From an optimization exercise on the open Yosys and OpenROAD flow, aimed at a short achievable clock period; shortcuts taken in it are not production practice. In this exercise RTL edits were held to simulation tests only and were not proved equivalent to the original. The clock port is modelled as an ideal driver; clocking choices that lean on that would not hold on a real chip. Power and IR drop assume default switching activity.

job 101:
==> flow/design.v (excerpt) <==
module core_complex_fabric
(
  input  logic     clk_i,
  input  logic     rst_ni,
  input  offload_pkg::acc_req_t acc_req_i,
  input  logic     acc_valid_i,
  output logic     acc_ready_o,
  output offload_pkg::acc_rsp_t acc_rsp_o,
  output logic     acc_rsp_valid_o,
  input  logic     acc_rsp_ready_i,
  output offload_pkg::acc_req_t fpu_req_o,
  output logic     fpu_valid_o,
  input  logic     fpu_ready_i,
  input  offload_pkg::acc_rsp_t fpu_rsp_i,
  input  logic     fpu_rsp_valid_i,
  output logic     fpu_rsp_ready_o,
  output offload_pkg::acc_req_t hive_req_o,
  output logic     hive_valid_o,
  input  logic     hive_ready_i,
  input  offload_pkg::acc_rsp_t hive_rsp_i,
  input  logic     hive_rsp_valid_i,
  output logic     hive_rsp_ready_o,
  input  offload_pkg::addr_t    tcdm_base_i,
  input  offload_pkg::mem_req_t core_req_i,
  input  logic     core_valid_i,
  output logic     core_ready_o,
  output offload_pkg::mem_rsp_t core_rsp_o,
  output logic     core_rsp_valid_o,
  output offload_pkg::mem_req_t tcdm_req_o,
  output logic     tcdm_valid_o,
  input  logic     tcdm_ready_i,
  input  offload_pkg::mem_rsp_t tcdm_rsp_i,
  input  logic     tcdm_rsp_valid_i,
  output logic     tcdm_rsp_ready_o,
  output offload_pkg::mem_req_t soc_req_o,
  output logic     soc_valid_o,
  input  logic     soc_ready_i,
  input  offload_pkg::mem_rsp_t soc_rsp_i,
  input  logic     soc_rsp_valid_i,
  output logic     soc_rsp_ready_o
);
Size: ~4700 cells after synthesis, roughly 880 I/O pins, ~0.054 sq mm of cells after synthesis.
==> flow/config.mk <==
export PLATFORM = sky130hd
export DESIGN_NAME = core_complex_fabric
export DESIGN_NICKNAME = core_complex_fabric
export VERILOG_FILES = /design/flow/design.v
export SDC_FILE = /design/flow/constraint.sdc
export NUM_CORES = 4
export LEC_CHECK = 0
export ABC_CLOCK_PERIOD_IN_PS = 2500
export CAP_MARGIN = 20
export CORE_MARGIN = 2
export CORE_UTILIZATION = 40
export GPL_ROUTABILITY_DRIVEN = 0
export SETUP_SLACK_MARGIN = 2.2
export SLEW_MARGIN = 20
export SYNTH_HIERARCHICAL = 1
export TNS_END_PERCENT = 100
==> flow/constraint.sdc <==
create_clock -name core_clock -period 5.0 [get_ports {clk_i}]
set_input_delay 1.0000 -clock core_clock [delete_from_list [all_inputs] [get_ports {clk_i}]]
set_output_delay 1.0000 -clock core_clock [all_outputs]
set_load 0.01 [all_outputs]
standard.sh (not shown) runs the stock make flow with config.mk's settings and CLKGATE_MAP_FILE= SYNTH_SCRIPT=/design/flow/synth_recipe.tcl, a recipe that flattens the netlist after the stock synthesis.
==> flow/flow/run.sh <==
#!/bin/bash
# Own layout flow: the standard synthesis unchanged, then the
# standard ORFS layout with
#  - sizing not tied to cell footprints (MATCH_CELL_FOOTPRINT=0),
#  - delay cells kept out of the layout (added to DONT_USE_CELLS), and
#    the port buffers made of plain buffers (BUFFER_PORTS_ARGS),
#  - the ports of the memory window compare kept together (io.tcl),
#  - a greedy gate-sizing pass after CTS and after global routing
#    (post_cts.tcl, post_grt.tcl, sizer.tcl).
# Each step's full output goes to a log in this folder (and ORFS's own
# per-step logs under orfs/logs).
set -euo pipefail
cd "$(dirname "$0")/.."
W=$PWD

# 1. Standard synthesis, unchanged
bash standard.sh synth > "$W/log_synth.txt" 2>&1

# 2. Layout: the standard make command with extra settings
export DONT_USE_CELLS="sky130_fd_sc_hd__clkdlybuf4s15_1 sky130_fd_sc_hd__clkdlybuf4s15_2 sky130_fd_sc_hd__clkdlybuf4s18_1 sky130_fd_sc_hd__clkdlybuf4s18_2 sky130_fd_sc_hd__clkdlybuf4s25_1 sky130_fd_sc_hd__clkdlybuf4s25_2 sky130_fd_sc_hd__clkdlybuf4s50_1 sky130_fd_sc_hd__clkdlybuf4s50_2 sky130_fd_sc_hd__dlymetal6s2s_1 sky130_fd_sc_hd__dlymetal6s4s_1 sky130_fd_sc_hd__dlymetal6s6s_1 sky130_fd_sc_hd__dlygate4sd1_1 sky130_fd_sc_hd__dlygate4sd2_1 sky130_fd_sc_hd__dlygate4sd3_1"
export BUFFER_PORTS_ARGS="-buffer_cell sky130_fd_sc_hd__buf_4"
export PRE_IO_PLACEMENT_TCL="$W/flow/io.tcl"
export POST_CTS_TCL="$W/flow/post_cts.tcl"
export POST_GLOBAL_ROUTE_TCL="$W/flow/post_grt.tcl"
sed "s|\"\${@:-finish}\"|MATCH_CELL_FOOTPRINT=0 \"\${@:-finish}\"|" standard.sh > "$W/layout.sh"
bash "$W/layout.sh" finish > "$W/log_layout.txt" 2>&1
==> flow/flow/io.tcl <==
# Keep the ports of the memory route's window compare together on the
# die edge, so the compare logic sits next to all of them: the address
# and base bit pairs on both sides, the valid, readies and the three
# outputs in the middle.
set crit {}
for {set i 17} {$i <= 23} {incr i} {
  lappend crit "core_req_i\[[expr {$i + 37}]\]" "tcdm_base_i\[$i\]"
}
lappend crit core_valid_i tcdm_ready_i core_ready_o tcdm_valid_o soc_valid_o soc_ready_i
for {set i 24} {$i <= 31} {incr i} {
  lappend crit "core_req_i\[[expr {$i + 37}]\]" "tcdm_base_i\[$i\]"
}
set_io_pin_constraint -group -order -pin_names $crit
==> flow/flow/post_cts.tcl <==
# After CTS and its timing repair: greedy sizing on the worst paths,
# then legalize.
source [file join [file dirname [info script]] sizer.tcl]
estimate_parasitics -placement
puts "bench post_cts start ws [worst_slack -max]"
my_greedy_size 12 1 {estimate_parasitics -placement}
detailed_placement
check_placement -verbose
estimate_parasitics -placement
puts "bench post_cts end ws [worst_slack -max]"
==> flow/flow/post_grt.tcl <==
# After global routing and its timing repair: greedy sizing with the
# global-route parasitics, then legalize, route the changed nets and
# write the guides again.
source [file join [file dirname [info script]] sizer.tcl]
puts "bench post_grt start ws [worst_slack -max]"
global_route -start_incremental
my_greedy_size 12 1 {estimate_parasitics -global_routing}
detailed_placement
global_route -end_incremental -congestion_report_file $::env(REPORTS_DIR)/congestion_post_bench_size.rpt
estimate_parasitics -global_routing
check_placement -verbose
puts "bench post_grt end ws [worst_slack -max]"
write_guides $::env(RESULTS_DIR)/route.guide
Other scripts of this flow, unchanged in this note and not shown: flow/flow/sizer.tcl
Job 101 has completed all stages; timing, DRC and antenna checks passed.
[inputs] job 102 vs job 101
# job 101
export LEC_CHECK = 0
export ABC_CLOCK_PERIOD_IN_PS = 2500
export CAP_MARGIN = 20
export CORE_MARGIN = 2
export CORE_UTILIZATION = 40
export GPL_ROUTABILITY_DRIVEN = 0
export SETUP_SLACK_MARGIN = 2.2
export SLEW_MARGIN = 20
export SYNTH_HIERARCHICAL = 1
export TNS_END_PERCENT = 100
create_clock -name core_clock -period 5.0 [get_ports {clk_i}]
# job 102
export LEC_CHECK = 0
export ABC_CLOCK_PERIOD_IN_PS = 2500
export CAP_MARGIN = 20
export CORE_MARGIN = 2
export CORE_UTILIZATION = 40
export SETUP_SLACK_MARGIN = 2.2
export SLEW_MARGIN = 20
export SYNTH_HIERARCHICAL = 1
export TNS_END_PERCENT = 100
create_clock -name core_clock -period 5.0 [get_ports {clk_i}]
diff --git a/flow/flow/post_cts.tcl b/flow/flow/post_cts.tcl
--- a/flow/flow/post_cts.tcl
+++ b/flow/flow/post_cts.tcl
@@ -5,3 +5,3 @@
 puts "bench post_cts start ws [worst_slack -max]"
-my_greedy_size 12 1 {estimate_parasitics -placement}
+my_greedy_size 6 3 {estimate_parasitics -placement}
 detailed_placement
diff --git a/flow/flow/post_grt.tcl b/flow/flow/post_grt.tcl
--- a/flow/flow/post_grt.tcl
+++ b/flow/flow/post_grt.tcl
@@ -6,3 +6,3 @@
 global_route -start_incremental
-my_greedy_size 12 1 {estimate_parasitics -global_routing}
+my_greedy_size 6 3 {estimate_parasitics -global_routing}
 detailed_placement
[summary]
Portion of the clock cycle consumed by the worst path in the final layout: job 101 vs job 102 — no meaningful difference
~same final design area excluding fillers in job 102 and job 101
Reported for job 102 and job 101, non-clock buffer count turned out identical to the last digit.
Job 102 and job 101 ended up with nearly the same portion of the layout cell area used by non-clock buffers.
| fmax | job 102 vs job 101 | ≈ equal |
For synthesized-area fraction occupied by xor and xnor cells, job 102 and job 101 come out practically identical.
Global routing usage on met1 came out exactly the same in job 102 and job 101.
| clock network contribution to total cell area | job 102 vs job 101 | ≈ equal |
Job 101 → job 102: number of global-route vias before repair roughly the same; share of total power consumed by net switching roughly the same; total power draw roughly the same.
--- input diff job 102..job 103 ---
==> flow/flow/io.tcl <==
# Keep the ports of the memory route's window compare together on the
# die edge, so the compare logic sits next to all of them.
set crit {}
for {set i 17} {$i <= 31} {incr i} {
  lappend crit "core_req_i\[[expr {$i + 37}]\]" "tcdm_base_i\[$i\]"
}
lappend crit core_valid_i tcdm_ready_i soc_ready_i core_ready_o tcdm_valid_o soc_valid_o
set_io_pin_constraint -group -order -pin_names $crit
diff --git a/flow/flow/post_cts.tcl b/flow/flow/post_cts.tcl
--- a/flow/flow/post_cts.tcl
+++ b/flow/flow/post_cts.tcl
@@ -5,3 +5,3 @@
 puts "bench post_cts start ws [worst_slack -max]"
-my_greedy_size 6 3 {estimate_parasitics -placement}
+my_greedy_size 12 1 {estimate_parasitics -placement}
 detailed_placement
diff --git a/flow/flow/post_grt.tcl b/flow/flow/post_grt.tcl
--- a/flow/flow/post_grt.tcl
+++ b/flow/flow/post_grt.tcl
@@ -6,3 +6,3 @@
 global_route -start_incremental
-my_greedy_size 6 3 {estimate_parasitics -global_routing}
+my_greedy_size 12 1 {estimate_parasitics -global_routing}
 detailed_placement
--- outcome ---
Job 102 -> job 103: critical path depth delta 0, exact match
Power sits lower in job 103 than in job 102.
Diff job 102 -> job 103: global-route usage essentially unchanged, part of the power in registers now sits higher, utilization lost 0.22 points.
Status: average vias per placed instance parity (job 103, job 102)
Job 102 vs job 103, cell with the largest stage delay on the worst path: nand4_1 vs mux2i_1
Job 103 completed end to end with timing, DRC and antenna clean.

-- re-timing with driven ports --
The flow's constraints put no driver on any port. The routed layouts listed below were extracted and timed again, unchanged, in two steps. Step 1: set_driving_cell puts a clkbuf_16 on clk_i and a buf_2 on each other input, an assumption about the parent block. Step 2, shift: input delay + t, output delay - t, t = (earliest + latest rising clock arrival at the registers) / 2. This alone moves slack from input paths to output paths. a / b / c = ideal ports / drivers / drivers and shift; a / b = the first two.
| run | t (ns) | setup slack, ns | worst register clock-pin slew, ns | worst data-port slew with drivers (ns) | pins driven straight from the clock port |
|---|---|---|---|---|---|
| job 101 | 0.845 | 2.110 / 2.069 / 1.476 | 0.06 / 0.06 | 0.18 | 1 |
| job 102 | 0.845 | 2.108 / 2.068 / 1.477 | 0.06 / 0.06 | 0.18 | 1 |
| job 103 | 0.837 | 2.076 / 2.031 / 1.612 | 0.06 / 0.06 | 0.18 | 1 |
After both steps setup and hold are still met in every run listed. The setup slack of job 101, which loses most, moves by -0.041 ns with the drivers and by -0.634 ns with both steps.
